This design comes from an exercise in tuning for small area on the open sky130 flow, not from production work.
RTL that was checked went through simulation tests only; none was proved equivalent to the original.
No activity file was given, so power comes from the tool's default toggle rates.

== main ==
// aipTop
module aipTop (
  input  wire logic  clk,
  input  wire logic  rst,
  input  wire logic  en_i,
  input  aipPkg::code_t      configAIP_i,
  input  aipPkg::data_t      dataInAIP_i,
  input  wire logic  writeAIP_i,
  input  wire logic  readAIP_i,
  input  wire logic  startAIP_i,
  output aipPkg::data_t      dataOutAIP_o,
  output logic       intAIP_o,
  input  aipPkg::memAddr_t   rdAddrMemIn0_i,
  input  aipPkg::memAddr_t   rdAddrMemIn1_i,
  input  aipPkg::data_t      wrDataMemOut_i,
  input  aipPkg::memAddr_t   wrAddrMemOut_i,
  input  wire logic  wrEnMemOut_i,
  input  aipPkg::statusBits_t statusIPcore_i,
  input  aipPkg::statusBits_t intIPCore_i,
  output aipPkg::data_t      rdDataMemIn0_o,
  output aipPkg::data_t      rdDataMemIn1_o,
  output aipPkg::data_t      rdDataConfigReg_o,
  output logic       startIPcore_o
);
==> module aipTop, before the edit <==
module aipTop (
  input  wire logic  clk,
  input  wire logic  rst,
  input  wire logic  en_i,
  input  aipPkg::code_t      configAIP_i,
  input  aipPkg::data_t      dataInAIP_i,
  input  wire logic  writeAIP_i,
  input  wire logic  readAIP_i,
  input  wire logic  startAIP_i,
  output aipPkg::data_t      dataOutAIP_o,
  output logic       intAIP_o,
  input  aipPkg::memAddr_t   rdAddrMemIn0_i,
  input  aipPkg::memAddr_t   rdAddrMemIn1_i,
  input  aipPkg::data_t      wrDataMemOut_i,
  input  aipPkg::memAddr_t   wrAddrMemOut_i,
  input  wire logic  wrEnMemOut_i,
  input  aipPkg::statusBits_t statusIPcore_i,
  input  aipPkg::statusBits_t intIPCore_i,
  output aipPkg::data_t      rdDataMemIn0_o,
  output aipPkg::data_t      rdDataMemIn1_o,
  output aipPkg::data_t      rdDataConfigReg_o,
  output logic       startIPcore_o
);
  logic [4:0]  ptrIn0, ptrIn1, ptrOut;
  logic [31:0] confReg;
  logic [7:0]  flagReg, maskReg;
  logic        intReg;
  logic [31:0] rdDataMemOut;
  logic [31:0] memIn0 [0:31];
  logic [31:0] memIn1 [0:31];
  logic [31:0] memOut [0:31];
  logic isC0, isC1, isC2, isC3, isC4, isC5, isC6, isC30;
  assign isC0  = (configAIP_i == 5'd0);
  assign isC1  = (configAIP_i == 5'd1);
  assign isC2  = (configAIP_i == 5'd2);
  assign isC3  = (configAIP_i == 5'd3);
  assign isC4  = (configAIP_i == 5'd4);
  assign isC5  = (configAIP_i == 5'd5);
  assign isC6  = (configAIP_i == 5'd6);
  assign isC30 = (configAIP_i == 5'd30);
  logic wrIn0, wrIn1, wrConf, wrStatus;
  assign wrIn0    = writeAIP_i & isC0;
  assign wrIn1    = writeAIP_i & isC2;
  assign wrConf   = writeAIP_i & isC6;
  assign wrStatus = writeAIP_i & isC30;
  assign startIPcore_o = startAIP_i;
  always_ff @(posedge clk or negedge rst) begin
    if (!rst) begin
      ptrIn0 <= '0;
      ptrIn1 <= '0;
      ptrOut <= '0;
    end else if (en_i) begin
      if (writeAIP_i & isC1)     ptrIn0 <= dataInAIP_i[4:0];
      else if (wrIn0)            ptrIn0 <= ptrIn0 + 5'd1;
      if (writeAIP_i & isC3)     ptrIn1 <= dataInAIP_i[4:0];
      else if (wrIn1)            ptrIn1 <= ptrIn1 + 5'd1;
      if (writeAIP_i & isC5)     ptrOut <= dataInAIP_i[4:0];
      else if (readAIP_i & isC4) ptrOut <= ptrOut + 5'd1;
    end
  end
  always_ff @(posedge clk or negedge rst) begin
    if (!rst)
      confReg <= '0;
    else if (wrConf)
      confReg <= dataInAIP_i;
  end
  assign rdDataConfigReg_o = confReg;
  always_ff @(posedge clk or negedge rst) begin
    if (!rst) begin
      flagReg <= '0;
      maskReg <= '0;
      intReg  <= 1'b0;
    end else begin
      flagReg <= (flagReg & ~(wrStatus ? dataInAIP_i[15:8] : 8'h00)) | intIPCore_i;
      if (wrStatus)
        maskReg <= dataInAIP_i[23:16];
      intReg <= |(flagReg & maskReg);
    end
  end
  assign intAIP_o = intReg;
  always_ff @(posedge clk) begin
    if (wrIn0)
      memIn0[ptrIn0] <= dataInAIP_i;
  end
  always_ff @(posedge clk) begin
    if (wrIn1)
      memIn1[ptrIn1] <= dataInAIP_i;
  end
  always_ff @(posedge clk) begin
    if (wrEnMemOut_i)
      memOut[wrAddrMemOut_i] <= wrDataMemOut_i;
  end
  logic [31:0] sel0, sel1, selO;
  assign sel0 = 32'd1 << rdAddrMemIn0_i;
  assign sel1 = 32'd1 << rdAddrMemIn1_i;
  assign selO = 32'd1 << ptrOut;
  for (genvar b = 0; b < 32; b++) begin : g_rd
    logic [31:0] col0, col1, colO;
    for (genvar w = 0; w < 32; w++) begin : g_w
      assign col0[w] = memIn0[w][b];
      assign col1[w] = memIn1[w][b];
      assign colO[w] = memOut[w][b];
    end
    aipRdBit u_rd0 (.sel_i(sel0), .d_i(col0), .q_o(rdDataMemIn0_o[b]));
    aipRdBit u_rd1 (.sel_i(sel1), .d_i(col1), .q_o(rdDataMemIn1_o[b]));
    aipRdBit u_rdO (.sel_i(selO), .d_i(colO), .q_o(rdDataMemOut[b]));
  end
  always_comb begin
    if (isC4)
      dataOutAIP_o = rdDataMemOut;
    else if (isC30)
      dataOutAIP_o = {8'h00, maskReg, flagReg, statusIPcore_i};
    else
      dataOutAIP_o = 32'h0000_0001;
  end
endmodule
export LEC_CHECK = 0
export CAP_MARGIN = 20
export CORE_MARGIN = 2
export CORE_UTILIZATION = 60
export CTS_BUF_LIST = sky130_fd_sc_hd__clkbuf_16
export CTS_CLUSTER_DIAMETER = 80
export CTS_CLUSTER_SIZE = 26
export SETUP_SLACK_MARGIN = 0.15
export SLEW_MARGIN = 20
export SYNTH_HIERARCHICAL = 1
export SYNTH_MINIMUM_KEEP_SIZE = 0
create_clock -name core_clock -period 6.0 [get_ports {clk}]
run.sh (not shown) runs the stock make flow with config.mk's settings and CLKGATE_MAP_FILE= SYNTH_SCRIPT=/design/flow/synth_recipe.tcl, a recipe that flattens the netlist after the stock synthesis.
[inputs] the feature branch vs main
--- a/flow/design.v
+++ b/flow/design.v
@@ -28,10 +28,37 @@
   } readSel_t;
 endpackage
 `default_nettype wire
 `timescale 1ns/1ps
 `default_nettype none
+module aipNand2 (
+  input  wire logic a, b,
+  output logic      y
+);
+  assign y = ~(a & b);
+endmodule
+module aipInv (
+  input  wire logic a,
+  output logic      y
+);
+  assign y = ~a;
+endmodule
+module aipDec32 (
+  input  wire logic       en_i,
+  input  wire logic [4:0] a_i,
+  output logic     [31:0] y_o
+);
+  logic [3:0] lo;
+  logic [7:0] hi;
+  assign lo = 4'd1 << a_i[1:0];
+  assign hi = {8{en_i}} & (8'd1 << a_i[4:2]);
+  for (genvar w = 0; w < 32; w++) begin : g_w
+    logic n;
+    aipNand2 u_n (.a(lo[w % 4]), .b(hi[w / 4]), .y(n));
+    aipInv   u_i (.a(n), .y(y_o[w]));
+  end
+endmodule
 `default_nettype wire
 `timescale 1ns/1ps
 `default_nettype none
 module aipAoi3 (
   input  wire logic a0, b0, a1, b1, a2, b2,
@@ -143,26 +170,33 @@
         maskReg <= dataInAIP_i[23:16];
       intReg <= |(flagReg & maskReg);
     end
   end
   assign intAIP_o = intReg;
+  logic [31:0] we0, we1, weO;
+  aipDec32 u_we0 (.en_i(wrIn0),        .a_i(ptrIn0),         .y_o(we0));
+  aipDec32 u_we1 (.en_i(wrIn1),        .a_i(ptrIn1),         .y_o(we1));
+  aipDec32 u_weO (.en_i(wrEnMemOut_i), .a_i(wrAddrMemOut_i), .y_o(weO));
   always_ff @(posedge clk) begin
-    if (wrIn0)
-      memIn0[ptrIn0] <= dataInAIP_i;
+    for (int w = 0; w < 32; w++)
+      if (we0[w])
+        memIn0[w] <= dataInAIP_i;
   end
   always_ff @(posedge clk) begin
-    if (wrIn1)
-      memIn1[ptrIn1] <= dataInAIP_i;
+    for (int w = 0; w < 32; w++)
+      if (we1[w])
+        memIn1[w] <= dataInAIP_i;
   end
   always_ff @(posedge clk) begin
-    if (wrEnMemOut_i)
-      memOut[wrAddrMemOut_i] <= wrDataMemOut_i;
+    for (int w = 0; w < 32; w++)
+      if (weO[w])
+        memOut[w] <= wrDataMemOut_i;
   end
   logic [31:0] sel0, sel1, selO;
-  assign sel0 = 32'd1 << rdAddrMemIn0_i;
-  assign sel1 = 32'd1 << rdAddrMemIn1_i;
-  assign selO = 32'd1 << ptrOut;
+  aipDec32 u_sel0 (.en_i(1'b1), .a_i(rdAddrMemIn0_i), .y_o(sel0));
+  aipDec32 u_sel1 (.en_i(1'b1), .a_i(rdAddrMemIn1_i), .y_o(sel1));
+  aipDec32 u_selO (.en_i(1'b1), .a_i(ptrOut),         .y_o(selO));
   for (genvar b = 0; b < 32; b++) begin : g_rd
     logic [31:0] col0, col1, colO;
     for (genvar w = 0; w < 32; w++) begin : g_w
       assign col0[w] = memIn0[w][b];
       assign col1[w] = memIn1[w][b];
--- outcome ---
Max estimated wirelength of the detail-placed design across main and the feature branch: main
Comparing main and the feature branch, internal power summed over all cells is higher on main.
Global-route usage: the feature branch vs main, no meaningful difference
Min proportion of power drawn by the clock network across main and the feature branch: main
Compared with main, number of cells after detailed placement in the feature branch increased by a few percent.
Against main, the feature branch comes in 2.5 points lower on tightest slew margin relative to the limit.
First-pass iteration count of the detailed router ended up 2 higher on the feature branch than on main.
No functional check of the RTL was part of the feature branch.

port drivers added, routing unchanged:
How much do the figures lean on ideal ports? The routed layouts below were timed once more, with nothing changed but the port constraints.
Step 1 (the two cells are an assumption about what drives the block):
set clk [get_ports {clk}]
set_driving_cell -lib_cell sky130_fd_sc_hd__clkbuf_16 $clk
set_driving_cell -lib_cell sky130_fd_sc_hd__buf_2 [delete_from_list [all_inputs] $clk]
Step 2 times the ports against the registers' clock, not the clock port: input delays grow and output delays shrink by t, the midpoint of the rising clock arrivals with the driver on.
a / b / c = ideal ports / drivers / drivers and shift; a / b = the first two.
run | shift t [ns] | setup WS [ns] | slew at the worst register clock pin (ns)
main | 0.934 | 0.178 / 0.081 / 0.157 | 0.11 / 0.11
the feature branch | 0.924 | 0.127 / 0.040 / 0.040 | 0.10 / 0.10
After both steps setup and hold are still met in every run listed. The setup slack of the feature branch, which loses most, moves by -0.087 ns with the drivers and by -0.087 ns with both steps.
